This is an optimization exercise on Yosys and OpenROAD, whose aim is small area, a short achievable clock period and few clock cycles per item, not a production implementation.
At most, simulation tests tie the RTL to the original design; equivalence was not proved.
No driver is modelled on the clock port, so clocking that relies on it looks cheaper here than on a real chip.
Power figures rest on the tool's default switching activity, not on a simulated workload.

yarrow:
## afu_region_top
module afu_region_top (
   input  logic                   i_clk,
   input  logic                   i_arst_n,
   input  logic                   i_req,
   input  logic [3-1:0]  i_req_pid,
   input  logic [1:0]             i_req_op,
   input  logic [4-1:0] i_req_addr,
   input  logic [64-1:0] i_req_wdata,
   output logic                   o_ack,
   output logic [64-1:0] o_rsp_rdata,
   output afu_region_pkg::afu_status_e            o_rsp_status
);
Size: roughly 1,900 cells after synthesis, ~670 flip-flops, about 140 I/O pins.
export LEC_CHECK = 0
export CAP_MARGIN = 20
export CORE_MARGIN = 2
export CORE_UTILIZATION = 40
export CTS_CLUSTER_DIAMETER = 100
export CTS_CLUSTER_SIZE = 30
export PLACE_DENSITY = 0.6
export SETUP_SLACK_MARGIN = 2.1
export SLEW_MARGIN = 20
create_clock -name core_clock -period 4.0 [get_ports {i_clk}]
run.sh (not shown) runs the stock make flow with config.mk's settings and CLKGATE_MAP_FILE= SYNTH_SCRIPT=/design/flow/synth_recipe.tcl, a recipe that flattens the netlist after the stock synthesis.
Both conditions hold for yarrow: the flow ran to the end and the final layout passed the timing, DRC and antenna checks.
Input changes introduced in juniper (baseline for comparison: yarrow):
# yarrow
export LEC_CHECK = 0
export CAP_MARGIN = 20
export CORE_MARGIN = 2
export CORE_UTILIZATION = 40
export CTS_CLUSTER_DIAMETER = 100
export CTS_CLUSTER_SIZE = 30
export PLACE_DENSITY = 0.6
export SETUP_SLACK_MARGIN = 2.1
export SLEW_MARGIN = 20
create_clock -name core_clock -period 4.0 [get_ports {i_clk}]
# juniper
export LEC_CHECK = 0
export CAP_MARGIN = 20
export CORE_MARGIN = 2
export CORE_UTILIZATION = 65
export CTS_CLUSTER_DIAMETER = 100
export CTS_CLUSTER_SIZE = 30
export PLACE_DENSITY = 0.75
export SETUP_SLACK_MARGIN = 2.1
export SLEW_MARGIN = 20
create_clock -name core_clock -period 4.0 [get_ports {i_clk}]
Results
Taking yarrow as the reference, in juniper maximum clock frequency increased by 0.44% relative to the old numbers; x dimension of the die saw a decrease; half-perimeter wire length of the detailed placement result has decreased.
The post-layout utilization of the core reported for juniper is greater than that of yarrow by 27 points.
On average wire per standard cell: between juniper and yarrow, it ends up higher for juniper.
~same longest individual stage delay on the worst path in juniper and yarrow
In juniper the clock share of power turned out 2.9 points lower than in yarrow.
Of juniper and yarrow, juniper shows the lower cell count, with yarrow above it.
The cell area reported after detailed placement reported for juniper is smaller than that of yarrow by about 1.4%.
The following lists how fjord was set up differently from juniper:
# juniper
export LEC_CHECK = 0
export CAP_MARGIN = 20
export CORE_MARGIN = 2
export CORE_UTILIZATION = 65
export CTS_CLUSTER_DIAMETER = 100
export CTS_CLUSTER_SIZE = 30
export PLACE_DENSITY = 0.75
export SETUP_SLACK_MARGIN = 2.1
export SLEW_MARGIN = 20
create_clock -name core_clock -period 4.0 [get_ports {i_clk}]
# fjord
export LEC_CHECK = 0
export CAP_MARGIN = 20
export CORE_MARGIN = 2
export CORE_UTILIZATION = 40
export PLACE_DENSITY = 0.6
export SETUP_SLACK_MARGIN = 2.1
export SLEW_MARGIN = 20
create_clock -name core_clock -period 4.0 [get_ports {i_clk}]
==> run summary <==
- Comparing number of antenna violations at the first check in global routing for juniper and fjord, the smaller number came from fjord.
- From juniper to fjord the numbers moved as follows: final core utilization went down; total placed instance area now sits higher.
- Final instance area: fjord > juniper
- Compared with juniper, in fjord number of H-tree levels went up by 2, adder-cell share of the synthesized area roughly the same, post-route clock period utilization saw little to no change, total routing resource utilization after global routing -8.9 points, portion of the layout cell area used by clock cells grew by 4.8 points.
- For total design power, dividing the value from fjord by the value from juniper gives 1.3.
- Diff juniper..fjord | achievable frequency | negligible
Modified inputs, harbor compared to fjord
# fjord
export LEC_CHECK = 0
export CAP_MARGIN = 20
export CORE_MARGIN = 2
export CORE_UTILIZATION = 40
export PLACE_DENSITY = 0.6
export SETUP_SLACK_MARGIN = 2.1
export SLEW_MARGIN = 20
create_clock -name core_clock -period 4.0 [get_ports {i_clk}]
# harbor
export LEC_CHECK = 0
export CAP_MARGIN = 20
export CORE_MARGIN = 2
export CORE_UTILIZATION = 65
export PLACE_DENSITY = 0.75
export SETUP_SLACK_MARGIN = 2.1
export SLEW_MARGIN = 20
create_clock -name core_clock -period 4.0 [get_ports {i_clk}]
[summary]
In the flow results for fjord and harbor, the clock-buffer cell count is larger on harbor.
Against fjord, harbor comes in 4.4% lower on number of buffers other than clock buffers in the final layout.
Comparing number of buffers created by CTS for fjord and harbor, the smaller number came from harbor.
Of fjord and harbor, harbor shows the lower area of the die, with fjord above it.
When harbor is set beside fjord, its routed wire length on met3 turns out to be about 3.4% larger.
Final cycle utilization of the critical path in harbor vs fjord: down 0.65 points
Of fjord and harbor, harbor shows the lower number of placed instances, taps included, with fjord above it.
No run of this note included a check of the RTL's function; only the layout flow was run.

The RTL this note starts from:
==> flow/design.v <==
package afu_region_pkg;
   typedef enum logic [1:0] {
      OP_READ  = 2'd0,
      OP_WRITE = 2'd1
   } afu_op_e;
   typedef enum logic [1:0] {
      RSP_OK      = 2'd0,
      RSP_BAD_PID = 2'd1,
      RSP_BAD_OP  = 2'd2
   } afu_status_e;
   typedef enum logic [1:0] {
      HS_IDLE      = 2'd0,
      HS_BUSY      = 2'd1,
      HS_ACK       = 2'd2,
      HS_WAIT_DROP = 2'd3
   } afu_hs_state_e;
endpackage
`timescale 1ns/1ns
module afu_null_port #(
   parameter int unsigned PORT_PID = 0
) (
   input  logic                   i_clk,
   input  logic                   i_arst_n,
   input  logic                   i_wr,
   input  logic                   i_rd,
   input  logic [4-1:0] i_addr,
   input  logic [64-1:0] i_wdata_q,
   output logic [64-1:0] o_rdata
);
   localparam logic [64-1:0] HEADER = {
      {(64-16){1'b0}},
      4'(PORT_PID),
      12'h014
   };
   logic [64-1:0] scratch;
   logic                   scr_wr_q;
   logic                   scr_vld;
   always_ff @(posedge i_clk or negedge i_arst_n) begin
      if (!i_arst_n) begin
         scr_wr_q <= 1'b0;
         scr_vld  <= 1'b0;
      end else begin
         scr_wr_q <= i_wr && (i_addr == 4'h1);
         if (scr_wr_q) scr_vld <= 1'b1;
      end
   end
   always_ff @(posedge i_clk) begin
      if (scr_wr_q) scratch <= i_wdata_q;
   end
   assign o_rdata = (HEADER  & {64{i_rd && (i_addr == 4'h0)}})
                  | (scratch & {64{i_rd && (i_addr == 4'h1) && scr_vld}});
endmodule
`timescale 1ns/1ns
module afu_lb_port (
   input  logic                   i_clk,
   input  logic                   i_arst_n,
   input  logic                   i_wr,
   input  logic                   i_rd,
   input  logic [4-1:0] i_addr,
   input  logic [64-1:0] i_wdata_q,
   output logic [64-1:0] o_rdata
);
   logic [64-1:0]   buf_q [4];
   logic [16-1:0] wr_cnt;
   logic [4-1:0] buf_wr_q;
   logic [4-1:0] buf_vld;
   logic                     cnt_wr_q;
   always_ff @(posedge i_clk or negedge i_arst_n) begin
      if (!i_arst_n) begin
         buf_wr_q <= '0;
         buf_vld  <= '0;
         cnt_wr_q <= 1'b0;
         wr_cnt   <= '0;
      end else begin
         for (int i = 0; i < 4; i++) begin
            buf_wr_q[i] <= i_wr && (i_addr == 4'(i));
            if (buf_wr_q[i]) buf_vld[i] <= 1'b1;
         end
         cnt_wr_q <= i_wr;
         if (cnt_wr_q) wr_cnt <= wr_cnt + 1'b1;
      end
   end
   always_ff @(posedge i_clk) begin
      for (int i = 0; i < 4; i++) begin
         if (buf_wr_q[i]) buf_q[i] <= i_wdata_q;
      end
   end
   always_comb begin
      o_rdata = {{(64-16){1'b0}},
                 wr_cnt & {16{i_rd && (i_addr == 4'h4)}}};
      for (int i = 0; i < 4; i++)
         o_rdata = o_rdata | (buf_q[i] & {64{i_rd && (i_addr == 4'(i)) && buf_vld[i]}});
   end
endmodule
`timescale 1ns/1ns
module afu_req_decode (
   input  logic                   i_clk,
   input  logic                   i_arst_n,
   input  logic                   i_req,
   input  logic [3-1:0]  i_req_pid,
   input  logic [1:0]             i_req_op,
   input  logic [64-1:0] i_req_wdata,
   output logic [5-1:0] o_wr,    
   output logic [5-1:0] o_rd,    
   output logic [64-1:0] o_wdata_q,  
   output logic                   o_ack,
   output afu_region_pkg::afu_status_e o_status
);
   logic take;
   logic op_ok;
   assign take  = i_req && !o_ack;
   assign op_ok = !i_req_op[1];
   for (genvar p = 0; p < 5; p++) begin : gen_port
      assign o_wr[p] = take && op_ok && i_req_op[0] && (i_req_pid == 3'(p));
      assign o_rd[p] = op_ok && !i_req_op[0] && (i_req_pid == 3'(p));
   end
   always_ff @(posedge i_clk or negedge i_arst_n) begin
      if (!i_arst_n) o_ack <= 1'b0;
      else           o_ack <= i_req;
   end
   always_ff @(posedge i_clk) begin
      if (i_req_pid >= 3'(5)) o_status <= afu_region_pkg::RSP_BAD_PID;
      else if (!op_ok)                              o_status <= afu_region_pkg::RSP_BAD_OP;
      else                                          o_status <= afu_region_pkg::RSP_OK;
      o_wdata_q <= i_req_wdata;
   end
endmodule
`timescale 1ns/1ns
module afu_port_execute (
   input  logic                   i_clk,
   input  logic                   i_arst_n,
   input  logic [5-1:0] i_wr,
   input  logic [5-1:0] i_rd,
   input  logic [4-1:0] i_addr,
   input  logic [64-1:0] i_wdata_q,
   output logic [64-1:0] o_rdata
);
   logic [64-1:0] port_rdata [5];
   for (genvar p = 0; p < 5; p++) begin : gen_port
      if (p == 1) begin : gen_lb
         afu_lb_port u_lb (
            .i_clk    (i_clk),
            .i_arst_n (i_arst_n),
            .i_wr     (i_wr[p]),
            .i_rd     (i_rd[p]),
            .i_addr   (i_addr),
            .i_wdata_q(i_wdata_q),
            .o_rdata  (port_rdata[p])
         );
      end else begin : gen_null
         afu_null_port #(
            .PORT_PID (p)
         ) u_null (
            .i_clk    (i_clk),
            .i_arst_n (i_arst_n),
            .i_wr     (i_wr[p]),
            .i_rd     (i_rd[p]),
            .i_addr   (i_addr),
            .i_wdata_q(i_wdata_q),
            .o_rdata  (port_rdata[p])
         );
      end
   end
   always_comb begin
      o_rdata = '0;
      for (int p = 0; p < 5; p++) o_rdata = o_rdata | port_rdata[p];
   end
endmodule
`timescale 1ns/1ns
module afu_rsp_result (
   input  logic                   i_clk,
   input  logic [64-1:0] i_rdata,
   output logic [64-1:0] o_rdata
);
   always_ff @(posedge i_clk) begin
      o_rdata <= i_rdata;
   end
endmodule
`timescale 1ns/1ns
module afu_region_top (
   input  logic                   i_clk,
   input  logic                   i_arst_n,
   input  logic                   i_req,
   input  logic [3-1:0]  i_req_pid,
   input  logic [1:0]             i_req_op,
   input  logic [4-1:0] i_req_addr,
   input  logic [64-1:0] i_req_wdata,
   output logic                   o_ack,
   output logic [64-1:0] o_rsp_rdata,
   output afu_region_pkg::afu_status_e            o_rsp_status
);
   logic [5-1:0] dec_wr;
   logic [5-1:0] dec_rd;
   logic                      dec_ack;
   afu_region_pkg::afu_status_e dec_status;
   logic [64-1:0]    dec_wdata_q;
   logic [64-1:0]    exe_rdata;
   afu_req_decode u_decode (
      .i_clk       (i_clk),
      .i_arst_n    (i_arst_n),
      .i_req       (i_req),
      .i_req_pid   (i_req_pid),
      .i_req_op    (i_req_op),
      .i_req_wdata (i_req_wdata),
      .o_wr        (dec_wr),
      .o_rd        (dec_rd),
      .o_wdata_q   (dec_wdata_q),
      .o_ack       (dec_ack),
      .o_status    (dec_status)
   );
   afu_port_execute u_execute (
      .i_clk    (i_clk),
      .i_arst_n (i_arst_n),
      .i_wr     (dec_wr),
      .i_rd     (dec_rd),
      .i_addr   (i_req_addr),
      .i_wdata_q(dec_wdata_q),
      .o_rdata  (exe_rdata)
   );
   afu_rsp_result u_result (
      .i_clk    (i_clk),
      .i_rdata  (exe_rdata),
      .o_rdata  (o_rsp_rdata)
   );
   assign o_ack        = dec_ack;
   assign o_rsp_status = dec_status;
endmodule
Settings: LEC_CHECK=0, CAP_MARGIN=20, CORE_MARGIN=2, CORE_UTILIZATION=65, CTS_CLUSTER_DIAMETER=100, CTS_CLUSTER_SIZE=30, PLACE_DENSITY=0.75, SETUP_SLACK_MARGIN=2.3, SLEW_MARGIN=20; clock period 4.0 ns.
Testbench counts at the start, summed over its fixed seeds: cycles 6,400, items 3,200.
Edit:
--- a/flow/config.mk
+++ b/flow/config.mk
@@ -14 +14 @@
-export SETUP_SLACK_MARGIN = 2.3
+export SETUP_SLACK_MARGIN = 2.1
Effect: The new run ran to the end with no violations; utilization goes down by 4.3 points; clock power falls by about 4%; global-route usage drops by 3.7 points; routed wire length drops by 15%.
Edit:
==> flow/flow/run.sh (new file) <==
#!/bin/bash
set -euo pipefail
here=$(cd "$(dirname "${BASH_SOURCE[0]}")" && pwd)
export BUFFER_PORTS_ARGS="-buffer_cell sky130_fd_sc_hd__buf_2"
export POST_CTS_TCL="$here/post_cts.tcl"
bash standard.sh > standard.log 2>&1
==> flow/flow/post_cts.tcl (new file) <==
set block [ord::get_db_block]
set clk_net [$block findNet i_clk]
set removed 0
foreach it [$clk_net getITerms] {
  set inst [$it getInst]
  set master [[$inst getMaster] getName]
  if {![string match "sky130_fd_sc_hd__clkbuf_*" $master]} { continue }
  set out_net ""
  foreach oit [$inst getITerms] {
    if {[$oit isOutputSignal]} { set out_net [$oit getNet] }
  }
  if {$out_net eq ""} { continue }
  set loads {}
  set all_bufs 1
  foreach lit [$out_net getITerms] {
    if {[$lit getInst] eq $inst} { continue }
    lappend loads $lit
    if {![string match "sky130_fd_sc_hd__clkbuf_*" [[[$lit getInst] getMaster] getName]]} { set all_bufs 0 }
  }
  set port_pins [expr {[llength [$clk_net getITerms]] - 1 + [llength $loads]}]
  if {!$all_bufs || $port_pins > 4 || [llength [$out_net getBTerms]] > 0} { continue }
  puts "post_cts: removing clock root buffer [$inst getName] ($master), port now drives $port_pins pins"
  foreach lit $loads {
    $lit disconnect
    $lit connect $clk_net
  }
  $it disconnect
  odb::dbInst_destroy $inst
  odb::dbNet_destroy $out_net
  incr removed
  break
}
if {$removed} {
  estimate_parasitics -placement
  report_clock_skew
  report_worst_slack -max
  report_worst_slack -min
}
==> flow/standard.sh (new file) <==
#!/bin/bash
# synth_recipe.tcl (not shown) runs the flow's synth.tcl, then flattens the netlist and writes it again
# the make line also repeats each setting of config.mk as NAME=value (left out here)
make -C /OpenROAD-flow-scripts/flow DESIGN_CONFIG=/design/flow/config.mk WORK_HOME=/design/flow/orfs CLKGATE_MAP_FILE= SYNTH_SCRIPT=/design/flow/synth_recipe.tcl "${@:-finish}"
removed: flow/run.sh
Result: Hold slack improved by 0.23 ns. Global-route usage rises by 0.83 points. Sequential cell count stays the same.
Edit:
--- a/flow/config.mk
+++ b/flow/config.mk
@@ -14 +14 @@
-export SETUP_SLACK_MARGIN = 2.1
+export SETUP_SLACK_MARGIN = 2.2
Result:
- The changed run finished with timing, DRC and antenna clean
- routed wire length went up by 6.7%
- clock-buffer cell count is unchanged
- cell count went up by 1.7%
- global-route usage rises by 1.3 points

== run 1 ==
afu_region_top with an RTL version that a note above also has.
For scale: about 670 flip-flops, ~27000 um2 of cells after synthesis.
make LEC_CHECK=0 CAP_MARGIN=20 CORE_MARGIN=2 CORE_UTILIZATION=40 PLACE_DENSITY=0.6 SETUP_SLACK_MARGIN=2.4 SLEW_MARGIN=20 finish   # period 4.0 ns
Stock flow here: none of the scripts above is used.
Run 1 finished every step from synthesis to the final layout, and the layout passed the timing, DRC and antenna checks.
## Diff of input files: run 2 against run 1
-- flow/config.mk --
<<< run 1, line 11
export PLACE_DENSITY = 0.6
export SETUP_SLACK_MARGIN = 2.4
export SLEW_MARGIN = 20
>>> run 2, line 11
export PLACE_DENSITY = 0.6
export SETUP_SLACK_MARGIN = 2.2
export SLEW_MARGIN = 20
==> comparison <==
- Comparing run 1 and run 2, via count is lower on run 2.
- Summary of the comparison: detailed-route wire length on metal 1 is lower in run 2, relative to run 1.
- On slew of the pin with the lowest slew margin: run 2 sits above run 1.
- Changes observed in run 2 relative to run 1: number of signal-net buffers in the layout went down about 20%, wire length went down about 11%.
- Cell area in run 2 is about 3% lower than in run 1
- Ratio of final minimum period to clock period delta for run 2 relative to run 1: 0.33 points lower
- Run 2 vs run 1: power per standard cell area up by a few percent
- In run 2 the combinational share of power turned out 0.6 points lower than in run 1.
Input changes introduced in run 3 (baseline for comparison: run 2):
-- flow/config.mk --
<<< run 2, line 11
export PLACE_DENSITY = 0.6
export SETUP_SLACK_MARGIN = 2.2
export SLEW_MARGIN = 20
>>> run 3, line 11
export PLACE_DENSITY = 0.6
export SETUP_SLACK_MARGIN = 1.9
export SLEW_MARGIN = 20
### Flow results
From run 2 to run 3, number of max-cap violations did not move at all. Run 3 against run 2: worst stage delay on the critical path increased 20 ps, number of iterations in the first detailed-routing pass increased 1, largest net degree at the start of global routing increased 44, count of multi-input gates essentially unchanged. Run 3 does worse than run 2 on total power.
No run of this note included a check of the RTL's function; only the layout flow was run.

==> port drivers added, routing unchanged <==
The flow's constraints put no driver on any port. The routed layouts listed below were extracted and timed again, unchanged, in two steps. Step 1 (the two cells are an assumption about what drives the block):
set clk [get_ports {i_clk}]
set_driving_cell -lib_cell sky130_fd_sc_hd__clkbuf_16 $clk
set_driving_cell -lib_cell sky130_fd_sc_hd__buf_2 [delete_from_list [all_inputs] $clk]
Step 2 adds t to the input delays and takes it off the output delays; t is the mean of the earliest and latest rising clock arrival at the registers after step 1. Input paths then give back, and output paths get back, about the clock's delay inside the block. Slacks: ideal / step 1 / step 2; pairs: ideal / step 1.
run | t (ns) | setup slack, ns | hold WS [ns] | slew at the worst register clock pin (ns) | worst data-port slew with drivers (ns)
yarrow | 0.677 | 2.059 / 1.998 / 1.463 | 0.136 / 0.148 / 0.490 | 0.12 / 0.12 | 0.07
juniper | 0.649 | 2.068 / 2.011 / 1.442 | 0.179 / 0.175 / 0.486 | 0.12 / 0.12 | 0.13
fjord | 0.669 | 2.067 / 2.003 / 1.461 | 0.180 / 0.189 / 0.476 | 0.07 / 0.07 | 0.07
harbor | 0.647 | 2.093 / 2.035 / 1.388 | 0.212 / 0.210 / 0.478 | 0.06 / 0.06 | 0.13
the first run of note 2 | 0.643 | 2.087 / 2.031 / 1.595 | 0.196 / 0.165 / 0.480 | 0.12 / 0.12 | 0.06
the second run of note 2 | 0.634 | 2.073 / 2.034 / 1.464 | 0.180 / 0.189 / 0.494 | 0.12 / 0.12 | 0.06
the third run of note 2 | 0.518 | 2.018 / 2.054 / 1.537 | 0.406 / 0.388 / 0.484 | 0.12 / 0.12 | 0.06
the fourth run of note 2 | 0.526 | 2.044 / 2.064 / 1.550 | 0.424 / 0.372 / 0.480 | 0.11 / 0.11 | 0.09
run 1 | 0.672 | 2.077 / 2.015 / 1.622 | 0.212 / 0.209 / 0.477 | 0.06 / 0.06 | 0.19
run 2 | 0.661 | 2.091 / 2.027 / 1.563 | 0.160 / 0.156 / 0.482 | 0.07 / 0.07 | 0.07
run 3 | 0.667 | 1.930 / 1.868 / 1.311 | 0.101 / 0.093 / 0.496 | 0.06 / 0.06 | 0.05
After both steps every run listed still meets setup and hold. The setup slack of harbor, which loses most, moves by -0.058 ns with the drivers and by -0.705 ns with both steps.
